This design comes from an exercise in tuning for a short achievable clock period and few clock cycles per item on the open sky130 flow, not from production work. Only simulation tests tie the RTL to the original design; equivalence was not proved. Power and IR drop assume default switching activity.

`design/flow/design.v`:
```
module qoi_pixel_decoder #(
    parameter int CNT_W  = 32,
    parameter int FIFO_D = 32
) (
    input  logic                 clk,
    input  logic                 rst,
    input  logic                 start,
    input  logic [CNT_W-1:0]     frame_pixels,
    input  logic [7:0]           in_data,
    input  logic                 in_valid,
    output logic                 in_ready,
    output logic [31:0]          pix_data,
    output logic                 pix_valid,
    input  logic                 pix_ready,
    output logic                 busy,
    output logic                 done,
    output logic                 err
);
    logic             r_busy, r_done, r_inRdy, r_err, r_init;
    logic [CNT_W-1:0] r_frame;
    logic             w_start, w_acc;
    assign w_start   = start && !r_busy;
    assign w_acc     = in_valid && r_inRdy;
    assign in_ready  = r_inRdy;
    assign busy      = r_busy;
    assign done      = r_done;
    assign err       = r_err;
    logic        b_valid;
    logic [7:0]  b_data;
    logic [63:0] b_sel;         
    logic [5:0]  b_t3, b_t5, b_t7, b_t11, b_tDg, b_tDiff, b_tLuma;
    logic [7:0]  b_dR, b_dG, b_dB, b_dg, b_lR, b_lB;
    logic [5:0]  w_t3, w_t5, w_t7, w_t11, w_tDg, w_tDiff, w_tLuma;
    always_comb begin
        case (in_data[5:0])
            6'd0: w_t3 = 6'd0;
            6'd1: w_t3 = 6'd3;
            6'd2: w_t3 = 6'd6;
            6'd3: w_t3 = 6'd9;
            6'd4: w_t3 = 6'd12;
            6'd5: w_t3 = 6'd15;
            6'd6: w_t3 = 6'd18;
            6'd7: w_t3 = 6'd21;
            6'd8: w_t3 = 6'd24;
            6'd9: w_t3 = 6'd27;
            6'd10: w_t3 = 6'd30;
            6'd11: w_t3 = 6'd33;
            6'd12: w_t3 = 6'd36;
            6'd13: w_t3 = 6'd39;
            6'd14: w_t3 = 6'd42;
            6'd15: w_t3 = 6'd45;
            6'd16: w_t3 = 6'd48;
            6'd17: w_t3 = 6'd51;
            6'd18: w_t3 = 6'd54;
            6'd19: w_t3 = 6'd57;
            6'd20: w_t3 = 6'd60;
            6'd21: w_t3 = 6'd63;
            6'd22: w_t3 = 6'd2;
            6'd23: w_t3 = 6'd5;
            6'd24: w_t3 = 6'd8;
            6'd25: w_t3 = 6'd11;
            6'd26: w_t3 = 6'd14;
            6'd27: w_t3 = 6'd17;
            6'd28: w_t3 = 6'd20;
            6'd29: w_t3 = 6'd23;
            6'd30: w_t3 = 6'd26;
            6'd31: w_t3 = 6'd29;
            6'd32: w_t3 = 6'd32;
            6'd33: w_t3 = 6'd35;
            6'd34: w_t3 = 6'd38;
            6'd35: w_t3 = 6'd41;
            6'd36: w_t3 = 6'd44;
            6'd37: w_t3 = 6'd47;
            6'd38: w_t3 = 6'd50;
            6'd39: w_t3 = 6'd53;
            6'd40: w_t3 = 6'd56;
            6'd41: w_t3 = 6'd59;
            6'd42: w_t3 = 6'd62;
            6'd43: w_t3 = 6'd1;
            6'd44: w_t3 = 6'd4;
            6'd45: w_t3 = 6'd7;
            6'd46: w_t3 = 6'd10;
            6'd47: w_t3 = 6'd13;
            6'd48: w_t3 = 6'd16;
            6'd49: w_t3 = 6'd19;
            6'd50: w_t3 = 6'd22;
            6'd51: w_t3 = 6'd25;
            6'd52: w_t3 = 6'd28;
            6'd53: w_t3 = 6'd31;
            6'd54: w_t3 = 6'd34;
            6'd55: w_t3 = 6'd37;
            6'd56: w_t3 = 6'd40;
            6'd57: w_t3 = 6'd43;
            6'd58: w_t3 = 6'd46;
            6'd59: w_t3 = 6'd49;
            6'd60: w_t3 = 6'd52;
            6'd61: w_t3 = 6'd55;
            6'd62: w_t3 = 6'd58;
            6'd63: w_t3 = 6'd61;
            default: w_t3 = 6'd0;
        endcase
    end
    always_comb begin
        case (in_data[5:0])
            6'd0: w_t5 = 6'd0;
            6'd1: w_t5 = 6'd5;
            6'd2: w_t5 = 6'd10;
            6'd3: w_t5 = 6'd15;
            6'd4: w_t5 = 6'd20;
            6'd5: w_t5 = 6'd25;
            6'd6: w_t5 = 6'd30;
            6'd7: w_t5 = 6'd35;
            6'd8: w_t5 = 6'd40;
            6'd9: w_t5 = 6'd45;
            6'd10: w_t5 = 6'd50;
            6'd11: w_t5 = 6'd55;
            6'd12: w_t5 = 6'd60;
            6'd13: w_t5 = 6'd1;
            6'd14: w_t5 = 6'd6;
            6'd15: w_t5 = 6'd11;
            6'd16: w_t5 = 6'd16;
            6'd17: w_t5 = 6'd21;
            6'd18: w_t5 = 6'd26;
            6'd19: w_t5 = 6'd31;
            6'd20: w_t5 = 6'd36;
            6'd21: w_t5 = 6'd41;
            6'd22: w_t5 = 6'd46;
            6'd23: w_t5 = 6'd51;
            6'd24: w_t5 = 6'd56;
            6'd25: w_t5 = 6'd61;
            6'd26: w_t5 = 6'd2;
            6'd27: w_t5 = 6'd7;
            6'd28: w_t5 = 6'd12;
            6'd29: w_t5 = 6'd17;
            6'd30: w_t5 = 6'd22;
            6'd31: w_t5 = 6'd27;
            6'd32: w_t5 = 6'd32;
            6'd33: w_t5 = 6'd37;
            6'd34: w_t5 = 6'd42;
            6'd35: w_t5 = 6'd47;
            6'd36: w_t5 = 6'd52;
            6'd37: w_t5 = 6'd57;
            6'd38: w_t5 = 6'd62;
            6'd39: w_t5 = 6'd3;
            6'd40: w_t5 = 6'd8;
            6'd41: w_t5 = 6'd13;
            6'd42: w_t5 = 6'd18;
            6'd43: w_t5 = 6'd23;
            6'd44: w_t5 = 6'd28;
            6'd45: w_t5 = 6'd33;
            6'd46: w_t5 = 6'd38;
            6'd47: w_t5 = 6'd43;
            6'd48: w_t5 = 6'd48;
            6'd49: w_t5 = 6'd53;
            6'd50: w_t5 = 6'd58;
            6'd51: w_t5 = 6'd63;
            6'd52: w_t5 = 6'd4;
            6'd53: w_t5 = 6'd9;
            6'd54: w_t5 = 6'd14;
            6'd55: w_t5 = 6'd19;
            6'd56: w_t5 = 6'd24;
            6'd57: w_t5 = 6'd29;
            6'd58: w_t5 = 6'd34;
            6'd59: w_t5 = 6'd39;
            6'd60: w_t5 = 6'd44;
            6'd61: w_t5 = 6'd49;
            6'd62: w_t5 = 6'd54;
            6'd63: w_t5 = 6'd59;
            default: w_t5 = 6'd0;
        endcase
    end
    always_comb begin
        case (in_data[5:0])
            6'd0: w_t7 = 6'd0;
            6'd1: w_t7 = 6'd7;
            6'd2: w_t7 = 6'd14;
            6'd3: w_t7 = 6'd21;
            6'd4: w_t7 = 6'd28;
            6'd5: w_t7 = 6'd35;
            6'd6: w_t7 = 6'd42;
            6'd7: w_t7 = 6'd49;
            6'd8: w_t7 = 6'd56;
            6'd9: w_t7 = 6'd63;
            6'd10: w_t7 = 6'd6;
            6'd11: w_t7 = 6'd13;
            6'd12: w_t7 = 6'd20;
            6'd13: w_t7 = 6'd27;
            6'd14: w_t7 = 6'd34;
            6'd15: w_t7 = 6'd41;
            6'd16: w_t7 = 6'd48;
            6'd17: w_t7 = 6'd55;
            6'd18: w_t7 = 6'd62;
            6'd19: w_t7 = 6'd5;
            6'd20: w_t7 = 6'd12;
            6'd21: w_t7 = 6'd19;
            6'd22: w_t7 = 6'd26;
            6'd23: w_t7 = 6'd33;
            6'd24: w_t7 = 6'd40;
            6'd25: w_t7 = 6'd47;
            6'd26: w_t7 = 6'd54;
            6'd27: w_t7 = 6'd61;
            6'd28: w_t7 = 6'd4;
            6'd29: w_t7 = 6'd11;
            6'd30: w_t7 = 6'd18;
            6'd31: w_t7 = 6'd25;
            6'd32: w_t7 = 6'd32;
            6'd33: w_t7 = 6'd39;
            6'd34: w_t7 = 6'd46;
            6'd35: w_t7 = 6'd53;
            6'd36: w_t7 = 6'd60;
            6'd37: w_t7 = 6'd3;
            6'd38: w_t7 = 6'd10;
            6'd39: w_t7 = 6'd17;
            6'd40: w_t7 = 6'd24;
            6'd41: w_t7 = 6'd31;
            6'd42: w_t7 = 6'd38;
            6'd43: w_t7 = 6'd45;
            6'd44: w_t7 = 6'd52;
            6'd45: w_t7 = 6'd59;
            6'd46: w_t7 = 6'd2;
            6'd47: w_t7 = 6'd9;
            6'd48: w_t7 = 6'd16;
            6'd49: w_t7 = 6'd23;
            6'd50: w_t7 = 6'd30;
            6'd51: w_t7 = 6'd37;
            6'd52: w_t7 = 6'd44;
            6'd53: w_t7 = 6'd51;
            6'd54: w_t7 = 6'd58;
            6'd55: w_t7 = 6'd1;
            6'd56: w_t7 = 6'd8;
            6'd57: w_t7 = 6'd15;
            6'd58: w_t7 = 6'd22;
            6'd59: w_t7 = 6'd29;
            6'd60: w_t7 = 6'd36;
            6'd61: w_t7 = 6'd43;
            6'd62: w_t7 = 6'd50;
            6'd63: w_t7 = 6'd57;
            default: w_t7 = 6'd0;
        endcase
    end
    always_comb begin
        case (in_data[5:0])
            6'd0: w_t11 = 6'd0;
            6'd1: w_t11 = 6'd11;
            6'd2: w_t11 = 6'd22;
            6'd3: w_t11 = 6'd33;
            6'd4: w_t11 = 6'd44;
            6'd5: w_t11 = 6'd55;
            6'd6: w_t11 = 6'd2;
            6'd7: w_t11 = 6'd13;
            6'd8: w_t11 = 6'd24;
            6'd9: w_t11 = 6'd35;
            6'd10: w_t11 = 6'd46;
            6'd11: w_t11 = 6'd57;
            6'd12: w_t11 = 6'd4;
            6'd13: w_t11 = 6'd15;
            6'd14: w_t11 = 6'd26;
            6'd15: w_t11 = 6'd37;
            6'd16: w_t11 = 6'd48;
            6'd17: w_t11 = 6'd59;
            6'd18: w_t11 = 6'd6;
            6'd19: w_t11 = 6'd17;
            6'd20: w_t11 = 6'd28;
            6'd21: w_t11 = 6'd39;
            6'd22: w_t11 = 6'd50;
            6'd23: w_t11 = 6'd61;
            6'd24: w_t11 = 6'd8;
            6'd25: w_t11 = 6'd19;
            6'd26: w_t11 = 6'd30;
            6'd27: w_t11 = 6'd41;
            6'd28: w_t11 = 6'd52;
            6'd29: w_t11 = 6'd63;
            6'd30: w_t11 = 6'd10;
            6'd31: w_t11 = 6'd21;
            6'd32: w_t11 = 6'd32;
            6'd33: w_t11 = 6'd43;
            6'd34: w_t11 = 6'd54;
            6'd35: w_t11 = 6'd1;
            6'd36: w_t11 = 6'd12;
            6'd37: w_t11 = 6'd23;
            6'd38: w_t11 = 6'd34;
            6'd39: w_t11 = 6'd45;
            6'd40: w_t11 = 6'd56;
            6'd41: w_t11 = 6'd3;
            6'd42: w_t11 = 6'd14;
            6'd43: w_t11 = 6'd25;
            6'd44: w_t11 = 6'd36;
            6'd45: w_t11 = 6'd47;
            6'd46: w_t11 = 6'd58;
            6'd47: w_t11 = 6'd5;
            6'd48: w_t11 = 6'd16;
            6'd49: w_t11 = 6'd27;
            6'd50: w_t11 = 6'd38;
            6'd51: w_t11 = 6'd49;
            6'd52: w_t11 = 6'd60;
            6'd53: w_t11 = 6'd7;
            6'd54: w_t11 = 6'd18;
            6'd55: w_t11 = 6'd29;
            6'd56: w_t11 = 6'd40;
            6'd57: w_t11 = 6'd51;
            6'd58: w_t11 = 6'd62;
            6'd59: w_t11 = 6'd9;
            6'd60: w_t11 = 6'd20;
            6'd61: w_t11 = 6'd31;
            6'd62: w_t11 = 6'd42;
            6'd63: w_t11 = 6'd53;
            default: w_t11 = 6'd0;
        endcase
    end
    always_comb begin
        case (in_data[5:0])
            6'd0: w_tDg = 6'd32;
            6'd1: w_tDg = 6'd47;
            6'd2: w_tDg = 6'd62;
            6'd3: w_tDg = 6'd13;
            6'd4: w_tDg = 6'd28;
            6'd5: w_tDg = 6'd43;
            6'd6: w_tDg = 6'd58;
            6'd7: w_tDg = 6'd9;
            6'd8: w_tDg = 6'd24;
            6'd9: w_tDg = 6'd39;
            6'd10: w_tDg = 6'd54;
            6'd11: w_tDg = 6'd5;
            6'd12: w_tDg = 6'd20;
            6'd13: w_tDg = 6'd35;
            6'd14: w_tDg = 6'd50;
            6'd15: w_tDg = 6'd1;
            6'd16: w_tDg = 6'd16;
            6'd17: w_tDg = 6'd31;
            6'd18: w_tDg = 6'd46;
            6'd19: w_tDg = 6'd61;
            6'd20: w_tDg = 6'd12;
            6'd21: w_tDg = 6'd27;
            6'd22: w_tDg = 6'd42;
            6'd23: w_tDg = 6'd57;
            6'd24: w_tDg = 6'd8;
            6'd25: w_tDg = 6'd23;
            6'd26: w_tDg = 6'd38;
            6'd27: w_tDg = 6'd53;
            6'd28: w_tDg = 6'd4;
            6'd29: w_tDg = 6'd19;
            6'd30: w_tDg = 6'd34;
            6'd31: w_tDg = 6'd49;
            6'd32: w_tDg = 6'd0;
            6'd33: w_tDg = 6'd15;
            6'd34: w_tDg = 6'd30;
            6'd35: w_tDg = 6'd45;
            6'd36: w_tDg = 6'd60;
            6'd37: w_tDg = 6'd11;
            6'd38: w_tDg = 6'd26;
            6'd39: w_tDg = 6'd41;
            6'd40: w_tDg = 6'd56;
            6'd41: w_tDg = 6'd7;
            6'd42: w_tDg = 6'd22;
            6'd43: w_tDg = 6'd37;
            6'd44: w_tDg = 6'd52;
            6'd45: w_tDg = 6'd3;
            6'd46: w_tDg = 6'd18;
            6'd47: w_tDg = 6'd33;
            6'd48: w_tDg = 6'd48;
            6'd49: w_tDg = 6'd63;
            6'd50: w_tDg = 6'd14;
            6'd51: w_tDg = 6'd29;
            6'd52: w_tDg = 6'd44;
            6'd53: w_tDg = 6'd59;
            6'd54: w_tDg = 6'd10;
            6'd55: w_tDg = 6'd25;
            6'd56: w_tDg = 6'd40;
            6'd57: w_tDg = 6'd55;
            6'd58: w_tDg = 6'd6;
            6'd59: w_tDg = 6'd21;
            6'd60: w_tDg = 6'd36;
            6'd61: w_tDg = 6'd51;
            6'd62: w_tDg = 6'd2;
            6'd63: w_tDg = 6'd17;
            default: w_tDg = 6'd0;
        endcase
    end
    always_comb begin
        case (in_data[5:0])
            6'd0: w_tDiff = 6'd34;
            6'd1: w_tDiff = 6'd41;
            6'd2: w_tDiff = 6'd48;
            6'd3: w_tDiff = 6'd55;
            6'd4: w_tDiff = 6'd39;
            6'd5: w_tDiff = 6'd46;
            6'd6: w_tDiff = 6'd53;
            6'd7: w_tDiff = 6'd60;
            6'd8: w_tDiff = 6'd44;
            6'd9: w_tDiff = 6'd51;
            6'd10: w_tDiff = 6'd58;
            6'd11: w_tDiff = 6'd1;
            6'd12: w_tDiff = 6'd49;
            6'd13: w_tDiff = 6'd56;
            6'd14: w_tDiff = 6'd63;
            6'd15: w_tDiff = 6'd6;
            6'd16: w_tDiff = 6'd37;
            6'd17: w_tDiff = 6'd44;
            6'd18: w_tDiff = 6'd51;
            6'd19: w_tDiff = 6'd58;
            6'd20: w_tDiff = 6'd42;
            6'd21: w_tDiff = 6'd49;
            6'd22: w_tDiff = 6'd56;
            6'd23: w_tDiff = 6'd63;
            6'd24: w_tDiff = 6'd47;
            6'd25: w_tDiff = 6'd54;
            6'd26: w_tDiff = 6'd61;
            6'd27: w_tDiff = 6'd4;
            6'd28: w_tDiff = 6'd52;
            6'd29: w_tDiff = 6'd59;
            6'd30: w_tDiff = 6'd2;
            6'd31: w_tDiff = 6'd9;
            6'd32: w_tDiff = 6'd40;
            6'd33: w_tDiff = 6'd47;
            6'd34: w_tDiff = 6'd54;
            6'd35: w_tDiff = 6'd61;
            6'd36: w_tDiff = 6'd45;
            6'd37: w_tDiff = 6'd52;
            6'd38: w_tDiff = 6'd59;
            6'd39: w_tDiff = 6'd2;
            6'd40: w_tDiff = 6'd50;
            6'd41: w_tDiff = 6'd57;
            6'd42: w_tDiff = 6'd0;
            6'd43: w_tDiff = 6'd7;
            6'd44: w_tDiff = 6'd55;
            6'd45: w_tDiff = 6'd62;
            6'd46: w_tDiff = 6'd5;
            6'd47: w_tDiff = 6'd12;
            6'd48: w_tDiff = 6'd43;
            6'd49: w_tDiff = 6'd50;
            6'd50: w_tDiff = 6'd57;
            6'd51: w_tDiff = 6'd0;
            6'd52: w_tDiff = 6'd48;
            6'd53: w_tDiff = 6'd55;
            6'd54: w_tDiff = 6'd62;
            6'd55: w_tDiff = 6'd5;
            6'd56: w_tDiff = 6'd53;
            6'd57: w_tDiff = 6'd60;
            6'd58: w_tDiff = 6'd3;
            6'd59: w_tDiff = 6'd10;
            6'd60: w_tDiff = 6'd58;
            6'd61: w_tDiff = 6'd1;
            6'd62: w_tDiff = 6'd8;
            6'd63: w_tDiff = 6'd15;
            default: w_tDiff = 6'd0;
        endcase
    end
    always_comb begin
        case (in_data[7:0])
            8'd0: w_tLuma = 6'd48;
            8'd1: w_tLuma = 6'd55;
            8'd2: w_tLuma = 6'd62;
            8'd3: w_tLuma = 6'd5;
            8'd4: w_tLuma = 6'd12;
            8'd5: w_tLuma = 6'd19;
            8'd6: w_tLuma = 6'd26;
            8'd7: w_tLuma = 6'd33;
            8'd8: w_tLuma = 6'd40;
            8'd9: w_tLuma = 6'd47;
            8'd10: w_tLuma = 6'd54;
            8'd11: w_tLuma = 6'd61;
            8'd12: w_tLuma = 6'd4;
            8'd13: w_tLuma = 6'd11;
            8'd14: w_tLuma = 6'd18;
            8'd15: w_tLuma = 6'd25;
            8'd16: w_tLuma = 6'd51;
            8'd17: w_tLuma = 6'd58;
            8'd18: w_tLuma = 6'd1;
            8'd19: w_tLuma = 6'd8;
            8'd20: w_tLuma = 6'd15;
            8'd21: w_tLuma = 6'd22;
            8'd22: w_tLuma = 6'd29;
            8'd23: w_tLuma = 6'd36;
            8'd24: w_tLuma = 6'd43;
            8'd25: w_tLuma = 6'd50;
            8'd26: w_tLuma = 6'd57;
            8'd27: w_tLuma = 6'd0;
            8'd28: w_tLuma = 6'd7;
            8'd29: w_tLuma = 6'd14;
            8'd30: w_tLuma = 6'd21;
            8'd31: w_tLuma = 6'd28;
            8'd32: w_tLuma = 6'd54;
            8'd33: w_tLuma = 6'd61;
            8'd34: w_tLuma = 6'd4;
            8'd35: w_tLuma = 6'd11;
            8'd36: w_tLuma = 6'd18;
            8'd37: w_tLuma = 6'd25;
            8'd38: w_tLuma = 6'd32;
            8'd39: w_tLuma = 6'd39;
            8'd40: w_tLuma = 6'd46;
            8'd41: w_tLuma = 6'd53;
            8'd42: w_tLuma = 6'd60;
            8'd43: w_tLuma = 6'd3;
            8'd44: w_tLuma = 6'd10;
            8'd45: w_tLuma = 6'd17;
            8'd46: w_tLuma = 6'd24;
            8'd47: w_tLuma = 6'd31;
            8'd48: w_tLuma = 6'd57;
            8'd49: w_tLuma = 6'd0;
            8'd50: w_tLuma = 6'd7;
            8'd51: w_tLuma = 6'd14;
            8'd52: w_tLuma = 6'd21;
            8'd53: w_tLuma = 6'd28;
            8'd54: w_tLuma = 6'd35;
            8'd55: w_tLuma = 6'd42;
            8'd56: w_tLuma = 6'd49;
            8'd57: w_tLuma = 6'd56;
            8'd58: w_tLuma = 6'd63;
            8'd59: w_tLuma = 6'd6;
            8'd60: w_tLuma = 6'd13;
            8'd61: w_tLuma = 6'd20;
            8'd62: w_tLuma = 6'd27;
            8'd63: w_tLuma = 6'd34;
            8'd64: w_tLuma = 6'd60;
            8'd65: w_tLuma = 6'd3;
            8'd66: w_tLuma = 6'd10;
            8'd67: w_tLuma = 6'd17;
            8'd68: w_tLuma = 6'd24;
            8'd69: w_tLuma = 6'd31;
            8'd70: w_tLuma = 6'd38;
            8'd71: w_tLuma = 6'd45;
            8'd72: w_tLuma = 6'd52;
            8'd73: w_tLuma = 6'd59;
            8'd74: w_tLuma = 6'd2;
            8'd75: w_tLuma = 6'd9;
            8'd76: w_tLuma = 6'd16;
            8'd77: w_tLuma = 6'd23;
            8'd78: w_tLuma = 6'd30;
            8'd79: w_tLuma = 6'd37;
            8'd80: w_tLuma = 6'd63;
            8'd81: w_tLuma = 6'd6;
            8'd82: w_tLuma = 6'd13;
            8'd83: w_tLuma = 6'd20;
            8'd84: w_tLuma = 6'd27;
            8'd85: w_tLuma = 6'd34;
            8'd86: w_tLuma = 6'd41;
            8'd87: w_tLuma = 6'd48;
            8'd88: w_tLuma = 6'd55;
            8'd89: w_tLuma = 6'd62;
            8'd90: w_tLuma = 6'd5;
            8'd91: w_tLuma = 6'd12;
            8'd92: w_tLuma = 6'd19;
            8'd93: w_tLuma = 6'd26;
            8'd94: w_tLuma = 6'd33;
            8'd95: w_tLuma = 6'd40;
            8'd96: w_tLuma = 6'd2;
            8'd97: w_tLuma = 6'd9;
            8'd98: w_tLuma = 6'd16;
            8'd99: w_tLuma = 6'd23;
            8'd100: w_tLuma = 6'd30;
            8'd101: w_tLuma = 6'd37;
            8'd102: w_tLuma = 6'd44;
            8'd103: w_tLuma = 6'd51;
            8'd104: w_tLuma = 6'd58;
            8'd105: w_tLuma = 6'd1;
            8'd106: w_tLuma = 6'd8;
            8'd107: w_tLuma = 6'd15;
            8'd108: w_tLuma = 6'd22;
            8'd109: w_tLuma = 6'd29;
            8'd110: w_tLuma = 6'd36;
            8'd111: w_tLuma = 6'd43;
            8'd112: w_tLuma = 6'd5;
            8'd113: w_tLuma = 6'd12;
            8'd114: w_tLuma = 6'd19;
            8'd115: w_tLuma = 6'd26;
            8'd116: w_tLuma = 6'd33;
            8'd117: w_tLuma = 6'd40;
            8'd118: w_tLuma = 6'd47;
            8'd119: w_tLuma = 6'd54;
            8'd120: w_tLuma = 6'd61;
            8'd121: w_tLuma = 6'd4;
            8'd122: w_tLuma = 6'd11;
            8'd123: w_tLuma = 6'd18;
            8'd124: w_tLuma = 6'd25;
            8'd125: w_tLuma = 6'd32;
            8'd126: w_tLuma = 6'd39;
            8'd127: w_tLuma = 6'd46;
            8'd128: w_tLuma = 6'd8;
            8'd129: w_tLuma = 6'd15;
            8'd130: w_tLuma = 6'd22;
            8'd131: w_tLuma = 6'd29;
            8'd132: w_tLuma = 6'd36;
            8'd133: w_tLuma = 6'd43;
            8'd134: w_tLuma = 6'd50;
            8'd135: w_tLuma = 6'd57;
            8'd136: w_tLuma = 6'd0;
            8'd137: w_tLuma = 6'd7;
            8'd138: w_tLuma = 6'd14;
            8'd139: w_tLuma = 6'd21;
            8'd140: w_tLuma = 6'd28;
            8'd141: w_tLuma = 6'd35;
            8'd142: w_tLuma = 6'd42;
            8'd143: w_tLuma = 6'd49;
            8'd144: w_tLuma = 6'd11;
            8'd145: w_tLuma = 6'd18;
            8'd146: w_tLuma = 6'd25;
            8'd147: w_tLuma = 6'd32;
            8'd148: w_tLuma = 6'd39;
            8'd149: w_tLuma = 6'd46;
            8'd150: w_tLuma = 6'd53;
            8'd151: w_tLuma = 6'd60;
            8'd152: w_tLuma = 6'd3;
            8'd153: w_tLuma = 6'd10;
            8'd154: w_tLuma = 6'd17;
            8'd155: w_tLuma = 6'd24;
            8'd156: w_tLuma = 6'd31;
            8'd157: w_tLuma = 6'd38;
            8'd158: w_tLuma = 6'd45;
            8'd159: w_tLuma = 6'd52;
            8'd160: w_tLuma = 6'd14;
            8'd161: w_tLuma = 6'd21;
            8'd162: w_tLuma = 6'd28;
            8'd163: w_tLuma = 6'd35;
            8'd164: w_tLuma = 6'd42;
            8'd165: w_tLuma = 6'd49;
            8'd166: w_tLuma = 6'd56;
            8'd167: w_tLuma = 6'd63;
            8'd168: w_tLuma = 6'd6;
            8'd169: w_tLuma = 6'd13;
            8'd170: w_tLuma = 6'd20;
            8'd171: w_tLuma = 6'd27;
            8'd172: w_tLuma = 6'd34;
            8'd173: w_tLuma = 6'd41;
            8'd174: w_tLuma = 6'd48;
            8'd175: w_tLuma = 6'd55;
            8'd176: w_tLuma = 6'd17;
            8'd177: w_tLuma = 6'd24;
            8'd178: w_tLuma = 6'd31;
            8'd179: w_tLuma = 6'd38;
            8'd180: w_tLuma = 6'd45;
            8'd181: w_tLuma = 6'd52;
            8'd182: w_tLuma = 6'd59;
            8'd183: w_tLuma = 6'd2;
            8'd184: w_tLuma = 6'd9;
            8'd185: w_tLuma = 6'd16;
            8'd186: w_tLuma = 6'd23;
            8'd187: w_tLuma = 6'd30;
            8'd188: w_tLuma = 6'd37;
            8'd189: w_tLuma = 6'd44;
            8'd190: w_tLuma = 6'd51;
            8'd191: w_tLuma = 6'd58;
            8'd192: w_tLuma = 6'd20;
            8'd193: w_tLuma = 6'd27;
            8'd194: w_tLuma = 6'd34;
            8'd195: w_tLuma = 6'd41;
            8'd196: w_tLuma = 6'd48;
            8'd197: w_tLuma = 6'd55;
            8'd198: w_tLuma = 6'd62;
            8'd199: w_tLuma = 6'd5;
            8'd200: w_tLuma = 6'd12;
            8'd201: w_tLuma = 6'd19;
            8'd202: w_tLuma = 6'd26;
            8'd203: w_tLuma = 6'd33;
            8'd204: w_tLuma = 6'd40;
            8'd205: w_tLuma = 6'd47;
            8'd206: w_tLuma = 6'd54;
            8'd207: w_tLuma = 6'd61;
            8'd208: w_tLuma = 6'd23;
            8'd209: w_tLuma = 6'd30;
            8'd210: w_tLuma = 6'd37;
            8'd211: w_tLuma = 6'd44;
            8'd212: w_tLuma = 6'd51;
            8'd213: w_tLuma = 6'd58;
            8'd214: w_tLuma = 6'd1;
            8'd215: w_tLuma = 6'd8;
            8'd216: w_tLuma = 6'd15;
            8'd217: w_tLuma = 6'd22;
            8'd218: w_tLuma = 6'd29;
            8'd219: w_tLuma = 6'd36;
            8'd220: w_tLuma = 6'd43;
            8'd221: w_tLuma = 6'd50;
            8'd222: w_tLuma = 6'd57;
            8'd223: w_tLuma = 6'd0;
            8'd224: w_tLuma = 6'd26;
            8'd225: w_tLuma = 6'd33;
            8'd226: w_tLuma = 6'd40;
            8'd227: w_tLuma = 6'd47;
            8'd228: w_tLuma = 6'd54;
            8'd229: w_tLuma = 6'd61;
            8'd230: w_tLuma = 6'd4;
            8'd231: w_tLuma = 6'd11;
            8'd232: w_tLuma = 6'd18;
            8'd233: w_tLuma = 6'd25;
            8'd234: w_tLuma = 6'd32;
            8'd235: w_tLuma = 6'd39;
            8'd236: w_tLuma = 6'd46;
            8'd237: w_tLuma = 6'd53;
            8'd238: w_tLuma = 6'd60;
            8'd239: w_tLuma = 6'd3;
            8'd240: w_tLuma = 6'd29;
            8'd241: w_tLuma = 6'd36;
            8'd242: w_tLuma = 6'd43;
            8'd243: w_tLuma = 6'd50;
            8'd244: w_tLuma = 6'd57;
            8'd245: w_tLuma = 6'd0;
            8'd246: w_tLuma = 6'd7;
            8'd247: w_tLuma = 6'd14;
            8'd248: w_tLuma = 6'd21;
            8'd249: w_tLuma = 6'd28;
            8'd250: w_tLuma = 6'd35;
            8'd251: w_tLuma = 6'd42;
            8'd252: w_tLuma = 6'd49;
            8'd253: w_tLuma = 6'd56;
            8'd254: w_tLuma = 6'd63;
            8'd255: w_tLuma = 6'd6;
            default: w_tLuma = 6'd0;
        endcase
    end
    always_ff @(posedge clk) begin
        b_data  <= in_data;
        b_valid <= !rst && w_acc;
        b_t3    <= w_t3;
        b_t5    <= w_t5;
        b_t7    <= w_t7;
        b_t11   <= w_t11;
        b_tDg   <= w_tDg;
        b_tDiff <= w_tDiff;
        b_tLuma <= w_tLuma;
        b_dR    <= {6'b0, in_data[5:4]} - 8'd2;
        b_dG    <= {6'b0, in_data[3:2]} - 8'd2;
        b_dB    <= {6'b0, in_data[1:0]} - 8'd2;
        b_dg    <= {2'b00, in_data[5:0]} - 8'd32;
        b_lR    <= {4'b0, in_data[7:4]} - 8'd8;
        b_lB    <= {4'b0, in_data[3:0]} - 8'd8;
    end
    logic [31:0]      r_prev;
    logic [5:0]       r_hprev;
    logic             r_opPh;       
    logic             r_lastArg;    
    logic             r_luma, r_rgba;
    logic [1:0]       r_argN;       
    logic [7:0]       r_a0, r_a1, r_a2;    
    logic [5:0]       r_hacc;
    logic [CNT_W-1:0] r_rem;        
    logic             r_mph;        
    logic [2:0]       r_mk1;        
    logic [31:0]      r_index [0:63];
    logic [63:0]      r_ivalid;
    logic             wp_valid;
    logic [5:0]       wp_h;
    logic [31:0]      wp_pix;
    logic [5:0]       wp_n1;
    logic             w_cmp;        
    logic [31:0]      w_pix;
    logic [5:0]       w_h;
    logic             w_isRun, w_remHiZ;
    logic             w_end, w_trunc;
    logic [5:0]       w_n1, w_n1Eff, w_remLo1;
    logic             w_dec;
    logic [7:0]       w_dg;
    logic [5:0]       w_idx;
    logic [31:0]      w_idxRd, w_idxPix;
    logic             w_idxVal;
    logic [5:0]       w_hBase, w_hAdd, w_hSum;
    assign w_dec = b_valid && !r_mph;
    assign w_idx = b_data[5:0];
    assign w_dg  = b_dg;
    logic [63:0] w_ivalidNext;
    always_comb begin
        for (int k = 0; k < 64; k++)
            w_ivalidNext[k] = !r_init && (r_ivalid[k] || (wp_valid && wp_h == 6'(k)));
    end
    always_ff @(posedge clk) begin
        for (int k = 0; k < 64; k++) b_sel[k] <= (in_data[5:0] == 6'(k)) && w_ivalidNext[k];
    end
    always_comb begin
        w_idxRd = 32'h0;
        for (int k = 0; k < 64; k++) w_idxRd = w_idxRd | (r_index[k] & {32{b_sel[k]}});
        if (wp_valid && wp_h == w_idx) begin
            w_idxPix = wp_pix;
            w_idxVal = 1'b1;
        end else begin
            w_idxPix = w_idxRd;
            w_idxVal = |b_sel;
        end
    end
    assign w_isRun = r_opPh && b_data[7:6] == 2'b11 && b_data[5:1] != 5'b11111;
    assign w_cmp   = r_opPh ? (b_data[7:6] != 2'b10 && b_data[7:1] != 7'b1111111) : r_lastArg;
    assign w_n1    = w_isRun ? b_data[5:0] : 6'd0;
    assign w_hBase = r_opPh ? r_hprev : r_hacc;
    always_comb begin
        if (r_opPh)      w_hAdd = (b_data[7:6] == 2'b01) ? b_tDiff : 6'd0;
        else if (r_luma) w_hAdd = b_tLuma;
        else if (r_rgba) w_hAdd = b_t11;
        else             w_hAdd = b_t7;
    end
    assign w_hSum = w_hBase + w_hAdd;
    assign w_h    = (r_opPh && b_data[7:6] == 2'b00) ? (w_idxVal ? w_idx : 6'd0) : w_hSum;
    always_comb begin
        w_pix = r_prev;
        if (r_opPh) begin
            if (b_data[7:6] == 2'b00) begin
                w_pix = w_idxPix;
            end else if (b_data[7:6] == 2'b01) begin
                w_pix = {r_prev[31:24] + b_dR, r_prev[23:16] + b_dG,
                         r_prev[15:8] + b_dB, r_prev[7:0]};
            end
        end else if (r_luma) begin
            w_pix = {r_a0 + b_lR, r_a1, r_a2 + b_lB, r_prev[7:0]};
        end else if (!r_rgba) begin
            w_pix = {r_a0, r_a1, b_data, r_prev[7:0]};
        end else begin
            w_pix = {r_a0, r_a1, r_a2, b_data};
        end
    end
    assign w_remHiZ = (r_rem[CNT_W-1:6] == '0);
    assign w_remLo1 = r_rem[5:0] - 6'd1;
    assign w_end    = w_remHiZ && (w_remLo1 <= w_n1);
    assign w_trunc  = w_remHiZ && (w_remLo1 < w_n1);
    assign w_n1Eff  = w_trunc ? w_remLo1 : w_n1;
    always_ff @(posedge clk) begin
        if (r_init) begin
            r_prev   <= 32'h0000_00FF;
            r_hprev  <= 6'd53;
            r_opPh   <= 1'b1;
            r_rem    <= r_frame;
            r_mph    <= 1'b0;
            r_mk1    <= 3'd0;
            r_ivalid <= '0;
            wp_valid <= 1'b0;
        end else begin
            wp_valid <= 1'b0;
            if (b_valid && r_mph) r_mk1 <= r_mk1 + 3'd1;
            if (w_dec) begin
                if (w_cmp) begin
                    r_prev   <= w_pix;
                    r_hprev  <= w_h;
                    r_opPh   <= 1'b1;
                    r_rem    <= r_rem - (CNT_W'(w_n1) + CNT_W'(1));
                    wp_valid <= 1'b1;
                    if (w_end) r_mph <= 1'b1;
                end else if (r_opPh) begin
                    r_opPh    <= 1'b0;
                    r_argN    <= 2'd0;
                    r_luma    <= (b_data[7:6] == 2'b10);
                    r_rgba    <= b_data[0];
                    r_lastArg <= (b_data[7:6] == 2'b10);
                    if (b_data[7:6] == 2'b10) begin
                        r_a0   <= r_prev[31:24] + w_dg;
                        r_a1   <= r_prev[23:16] + w_dg;
                        r_a2   <= r_prev[15:8]  + w_dg;
                        r_hacc <= r_hprev + b_tDg;
                    end else begin
                        r_hacc <= b_data[0] ? 6'd0 : 6'(r_prev[7:0]) * 6'd11;
                    end
                end else begin
                    r_argN    <= r_argN + 2'd1;
                    r_lastArg <= (r_argN == (r_rgba ? 2'd2 : 2'd1));
                    case (r_argN)
                        2'd0: begin r_a0 <= b_data; r_hacc <= r_hacc + b_t3; end
                        2'd1: begin r_a1 <= b_data; r_hacc <= r_hacc + b_t5; end
                        default: begin r_a2 <= b_data; r_hacc <= r_hacc + b_t7; end
                    endcase
                end
            end
            if (wp_valid) r_ivalid[wp_h] <= 1'b1;
        end
        if (rst) wp_valid <= 1'b0;
        if (w_dec && w_cmp) begin
            wp_h   <= w_h;
            wp_pix <= w_pix;
            wp_n1  <= w_n1Eff;
        end
        if (wp_valid) r_index[wp_h] <= wp_pix;
    end
    logic [31:0]       f_pix [0:FIFO_D-1];
    logic [5:0]        f_n1  [0:FIFO_D-1];
    logic [FIFO_D-1:0] f_wr, f_cur, w_nxt;
    logic [5:0]        f_cnt, w_cntNext;
    logic              w_push, w_adv, w_fEmpty;
    logic [31:0]       w_curPix, w_nxtPix;
    logic [5:0]        w_nxtN1;
    logic              w_curByp, w_nxtByp;
    logic [31:0]       o_pix;
    logic [5:0]        o_n1;
    logic              o_valid, o_last;
    assign w_push    = wp_valid;
    assign w_fEmpty  = (f_cnt == 6'd0);
    assign w_adv     = o_valid && pix_ready && o_last;
    assign w_cntNext = f_cnt + 6'(w_push) - 6'(w_adv);
    assign w_nxt     = {f_cur[FIFO_D-2:0], f_cur[FIFO_D-1]};
    assign w_curByp  = w_push && ((f_wr & f_cur) != '0);
    assign w_nxtByp  = w_push && ((f_wr & w_nxt) != '0);
    always_comb begin
        w_curPix = 32'h0;
        w_nxtPix = 32'h0;
        w_nxtN1  = 6'd0;
        for (int k = 0; k < FIFO_D; k++) begin
            w_curPix = w_curPix | (f_pix[k] & {32{f_cur[k]}});
            w_nxtPix = w_nxtPix | (f_pix[k] & {32{w_nxt[k]}});
            w_nxtN1  = w_nxtN1  | (f_n1[k]  & {6{w_nxt[k]}});
        end
        if (w_curByp) w_curPix = wp_pix;
        if (w_nxtByp) begin
            w_nxtPix = wp_pix;
            w_nxtN1  = wp_n1;
        end
    end
    always_ff @(posedge clk) begin
        for (int k = 0; k < FIFO_D; k++) begin
            if (w_push && f_wr[k]) begin
                f_pix[k] <= wp_pix;
                f_n1[k]  <= wp_n1;
            end
        end
        if (rst || r_init) begin
            f_wr    <= FIFO_D'(1);
            f_cur   <= FIFO_D'(1);
            f_cnt   <= 6'd0;
            o_valid <= 1'b0;
        end else begin
            if (w_push) f_wr <= {f_wr[FIFO_D-2:0], f_wr[FIFO_D-1]};
            if (w_adv)  f_cur <= w_nxt;
            f_cnt   <= w_cntNext;
            o_valid <= (w_cntNext != 6'd0);
        end
        o_pix <= w_adv ? w_nxtPix : w_curPix;
        if (w_adv) begin
            o_n1   <= w_nxtN1;
            o_last <= (w_nxtN1 == 6'd0);
        end else if (!o_valid) begin
            o_n1   <= wp_n1;
            o_last <= (wp_n1 == 6'd0);
        end else if (pix_ready) begin
            o_n1   <= o_n1 - 6'd1;
            o_last <= (o_n1 == 6'd1);
        end
    end
    assign pix_data  = o_pix;
    assign pix_valid = o_valid;
    logic [3:0] w_mkTot;
    logic       w_mkAll, w_lastMk, r_mkAll, w_drained;
    assign w_mkTot   = {1'b0, r_mk1} + 4'(b_valid) + 4'(w_acc);
    assign w_mkAll   = r_mph && !r_init && (w_mkTot == 4'd8);
    assign w_lastMk  = w_mkAll && w_acc;
    assign w_drained = (w_cntNext == 6'd0);
    always_ff @(posedge clk) begin
        if (rst) begin
            r_busy  <= 1'b0;
            r_done  <= 1'b0;
            r_inRdy <= 1'b0;
            r_err   <= 1'b0;
            r_init  <= 1'b0;
            r_mkAll <= 1'b0;
        end else begin
            r_init <= w_start;
            if (w_start) begin
                r_busy  <= 1'b1;
                r_done  <= 1'b0;
                r_inRdy <= 1'b1;
                r_err   <= 1'b0;
                r_frame <= frame_pixels;
                r_mkAll <= 1'b0;
            end else if (r_busy) begin
                if (w_mkAll) r_mkAll <= 1'b1;
                r_inRdy <= !w_mkAll && !r_mkAll && (f_cnt <= 6'(FIFO_D - 4));
                r_done  <= !r_done && (w_mkAll || r_mkAll) && w_drained;
                if (r_done) r_busy <= 1'b0;
                if (w_dec && w_cmp && w_trunc) r_err <= 1'b1;
                if (b_valid && r_mph && r_mk1 != 3'd7 && b_data != 8'h00) r_err <= 1'b1;
                if (w_lastMk && in_data != 8'h01) r_err <= 1'b1;
            end
        end
    end
endmodule
```
`design/flow/flow/run.sh`:
```
#!/bin/bash
set -euo pipefail
bash standard.sh finish SETUP_SLACK_MARGIN=9 > make_finish.log 2>&1
```
`design/flow/standard.sh`:
```
#!/bin/bash
# synth_recipe.tcl (not shown) runs the flow's synth.tcl, then flattens the netlist and writes it again
# the make line also repeats each setting of config.mk as NAME=value (left out here)
make -C /OpenROAD-flow-scripts/flow DESIGN_CONFIG=/design/flow/config.mk WORK_HOME=/design/flow/orfs CLKGATE_MAP_FILE= SYNTH_SCRIPT=/design/flow/synth_recipe.tcl "${@:-finish}"
```
`design/flow/config.mk`:
```
export PLATFORM = sky130hd
export DESIGN_NAME = qoi_pixel_decoder
export DESIGN_NICKNAME = qoi_pixel_decoder
export VERILOG_FILES = /design/flow/design.v
export SDC_FILE = /design/flow/constraint.sdc
export NUM_CORES = 4
export LEC_CHECK = 0
export ABC_CLOCK_PERIOD_IN_PS = 3500
export CAP_MARGIN = 20
export CORE_MARGIN = 2
export CORE_UTILIZATION = 55
export PLACE_DENSITY = 0.7
export SLEW_MARGIN = 20
```
`design/flow/constraint.sdc`:
```
create_clock -name core_clock -period 13.0 [get_ports {clk}]
set_input_delay 2.6000 -clock core_clock [delete_from_list [all_inputs] [get_ports {clk}]]
set_output_delay 2.6000 -clock core_clock [all_outputs]
set_load 0.01 [all_outputs]
```
==> run summary <==
worst max-delay path, delay by kind of cell, from the launching register on:
kind | cells | cell delay (ns)
simple gates | 2 | 1.38
compound gates | 4 | 1.44
buf+inv | 2 | 0.77
flops | 1 | 0.43
path summary, 6_finish.rpt:
check | from | endpoint
max | b_sel[29] | r_prev[27]
min reg2reg | r_ivalid[21] | r_ivalid[21]
max reg2reg | b_sel[29] | r_prev[27]
min | r_ivalid[21] | r_ivalid[21]
power groups by stage:
stage / clock, mW / sequential (mW) / combinational [mW]
final: 11.2 / 13.3 / 1.04
after global routing: 11.6 / 13.3 / 1.12
after CTS: 11.1 / 13.3 / 0.990
after detailed placement: 0 / 13.5 / 0.957
after global placement: 0 / 13.5 / 0.934
after floorplan: 0 / 13.5 / 0.610
cell usage in the layout, fill, tap and decap left out, types with 40 or more instances in the layout:
cell,n
dfxtp_1,194
nor2_4,60
nand3_1,66
clkinv_2,63
nor2_1,216
buf_4,388
bufinv_16,52
clkbuf_1,65
inv_1,86
a221oi_1,717
a221o_1,40
a21oi_1,307
a22oi_1,764
diode_2,46
dfxtp_2,74
clkinv_1,75
nor4_1,45
clkbuf_16,385
o21ai_0,153
xor2_1,54
xnor2_1,77
nand2_1,226
nand4_1,358
ha_1,116
a22o_1,734
dfxtp_4,57
edfxtp_1,3414
nor3_1,187
sequential cells by signal, indices dropped and copies added, names as in the netlist, 8 cells and up:
name	cells
r_frame	32
f_pix	1024
b_sel	64
r_a1	8
r_index	2048
r_a2	8
r_rem	32
f_cur	32
r_prev	32
r_ivalid	64
wp_pix	32
f_wr	32
f_n1	192
r_a0	8
o_pix	32
routing by layer:
layer  vias up  track usage [%]  wire, um
li1      38960                -         -
met1     51187             52.2    181000
met2     12837             61.7    250000
met3      3797             18.1    108000
met4        47             35.0     61100
met5         -            0.193       440
per-stage QoR:
| step | hold slack (ns) | total power, mW | cells |
|---|---|---|---|
| 6_report | 0.470 | 25.5 | 13298 |
| 5_1_grt | 0.487 | 26.0 | 13257 |
| 4_1_cts | 0.470 | 25.4 | 13206 |
| 3_5_place_dp | 0.455 | 14.5 | 12491 |
| 3_3_place_gp | 0.449 | 14.5 | 12487 |
| 2_1_floorplan | 0.437 | 14.2 | 9186 |
cell usage after synthesis, types with 34 or more instances:
cell type,number
a21o_1,36
a21oi_1,312
a221o_1,40
a221oi_1,717
a22o_1,734
a22oi_1,764
and2_1,57
buf_1,150
clkbuf_1,489
dfxtp_1,325
edfxtp_1,3414
ha_1,128
inv_1,97
mux2i_1,35
nand2_1,230
nand3_1,67
nand4_1,358
nor2_1,282
nor3_1,192
nor4_1,54
o211ai_1,36
o21ai_0,159
o31a_1,34
xnor2_1,78
xor2_1,55
cells by family after synthesis:
kind of cell	count (synthesis)	share of synthesized area, %
compound gates	2999	16.0
xor+xnor	133	0.798
fa+ha+maj	144	1.32
buf+inv	751	1.94
flops	3739	74.6
mux	54	0.456
simple gates	1366	4.84
repair_timing:
item	CTS	global route
pin swaps	9	11
resized for setup	289	36
gates cloned	3	1
setup buffers	29	34
hold buffers	0	0
setup endpoints to repair	411	132
cell type report:
type,instances,area share [%]
tap,3533,2.66
clock inverter,221,1.51
timing repair buffer,497,2.59
antenna,46,0.0692
inverter,101,0.266
clock buffer,462,6.03
sequential,3739,65.7
multi-input combinational,4698,21.2
timing repair inverter,1,0.00526
==> key figures <==
Floorplanning
  • Die area: between 0.2 and 0.3 mm2
  • Core area: 0.265 mm2
  • Starting Density: between 50% and 60%
  • Num ports: 82
  • Die width: 519 um
  • FP Rows: around 190
  • Die height: 519 um

Pwr
  • Internal power: 20.1 mW
  • Gate power share: 4.1%
  • Pwr/cell area: ~150 mW/mm2
  • Part of the power in registers: 52.0%
  • Net Switching: between 5 and 6 mW
  • VDD IR max: roughly 0.16 mV
  • Clk pwr share: a little over two fifths
  • Net Sw Frac: about 21%
  • Leakage: 53.0 nW

STA
  • Max Fclk: between 200 and 250 MHz
  • Clk_skew: 0.0782 ns
  • Slew headroom: 8.81%
  • Number of hold violations in the final report: 0
  • Final Critical Period: 4.19 ns
  • Worst-Margin Slew: 1.36 ns
  • Setup_tns: 0 ns
  • Fin worst setup slack: 8.81 ns
  • RSZ-0062 raised after global routing: yes
  • Final Setup Violations: 0
  • Final Max Slew Viols: 0
  • Final period util: around a third

Placement
  • PortBufs: 81
  • DP HPWL: 312000 um
  • Final GP Congestion: about 0.94
  • Placement Cell Area: 0.153 mm2
  • DP Worst Slack: 6.79 ns

Logic synthesis
  • Avg Cell Area, Syn: 15.9 um2
  • Mapped Nets: 9375
  • Most used DFF post-synth: edfxtp_1
  • Mapped Cells: 9186
  • Largest area contributor in the netlist: edfxtp_1
  • Synthesized area: 0.146 mm2
  • Synthesized flop and latch total: between 3000 and 4000
  • Distinct cells, synth: 80
  • Register area share after synthesis: 74.6%
  • Synth Warn #: 3
  • Top cells by area, synth: edfxtp_1 70%, dfxtp_1 4.5%, a22o_1 4.4%, a221oi_1 4.3%, a22oi_1 3.9%
  • EDFF count, synth: about 3400
  • Post-synth ARST share: 0%
  • Top cell type's share of synthesized area: 70.2%

CTS
  • Clock sinks: 3739
  • Root Buffer: clkbuf_16
  • Worst-path clk slew: 0.07 ns
  • CTS H-tree lvls: 5
  • CTS tree: yes
  • Total CTS buffers: roughly 370
  • Worst-case clock buffer depth: 4
  • Clock insertion delay at the later pin of the skew report: between 0.9 and 1 ns

Critical path
  • WS Path Type: reg2reg
  • Worst Path Arrival: about 5.0 ns
  • Worst EP required: 13.81 ns
  • CP Max Fanout: 17
  • Slowest CP cell: nor4_1
  • Worst setup EP type: flop
  • Worst reg2reg path depth: 8
  • Crit path top cell by count: buf_4
  • R2R setup slack: 8.81 ns
  • Slowest stage delay, CP: 1.07 ns
  • CP Cell Sequence: buf_4, buf_4, a221oi_1, nand4_1, nor4_1, a21oi_1, o22a_1, a22o_1
  • Worst Setup Start Kind: flop

Layout
  • Seq. cell area: 0.109 mm2
  • Area Overhead vs Synth: 13.9%
  • Post-Route Utilization: between 60% and 70%
  • Filler cells: approximately 18000
  • Final instance area: 0.166 mm2
  • Multi-input gate area: approximately 0.035 mm2
  • Layout cell share with drive strength beyond 1: 14.0%
  • Final #Nets: 9599

Routing
  • Routed WL: approximately 600000 um
  • TritonRoute pass-1 iters: 8
  • Iteration-0 DRC count of the detailed router: 23876
  • DRC Markers: 0
  • Vias: between 100k and 150k
  • Vias per cell: 8.03
  • Drt wl/cell: 45.2 um
  • Post-DRT Antenna Nets: 0

Global route
  • Global-route wire length before repair: 809000 um
  • Antenna violations before repair: 50
  • Global Route Usage Sum: 43.5%
  • Grt total ovfl: 0
  • Vias in the first global route: 99269
  • Largest net degree at the start of global routing: 99

Min path
  • Hold/Removal Path Class: reg2reg
  • Hold Path Depth: 2

Run
  • Max_cap viols: 0

Run status
  • Status: complete, no violations
Testbench counts, summed over its fixed seeds: cycles 33,417, pixels 29,966.

port drivers added, routing unchanged:
Ports are ideal in the flow. The routed layout listed here was re-timed in OpenROAD. Step 1, drivers: a clkbuf_16 drives clk and a buf_2 each remaining input, both assumed. Step 2 times the ports against the registers' clock, not the clock port: input delays grow and output delays shrink by t, the midpoint of the rising clock arrivals with the driver on. a / b / c = ideal ports / drivers / drivers and shift; a / b = the first two.
t, ns: 1.042
slack for setup (ns): 8.807 / 8.807 / 7.939
worst register clock-pin slew, ns: 0.07 / 0.07
worst data-port slew with drivers (ns): 0.09
pins driven straight from the clock port: 1
After both steps this run still meets setup and hold. The setup slack of this run moves by 0.000 ns with the drivers and by -0.868 ns with both steps.
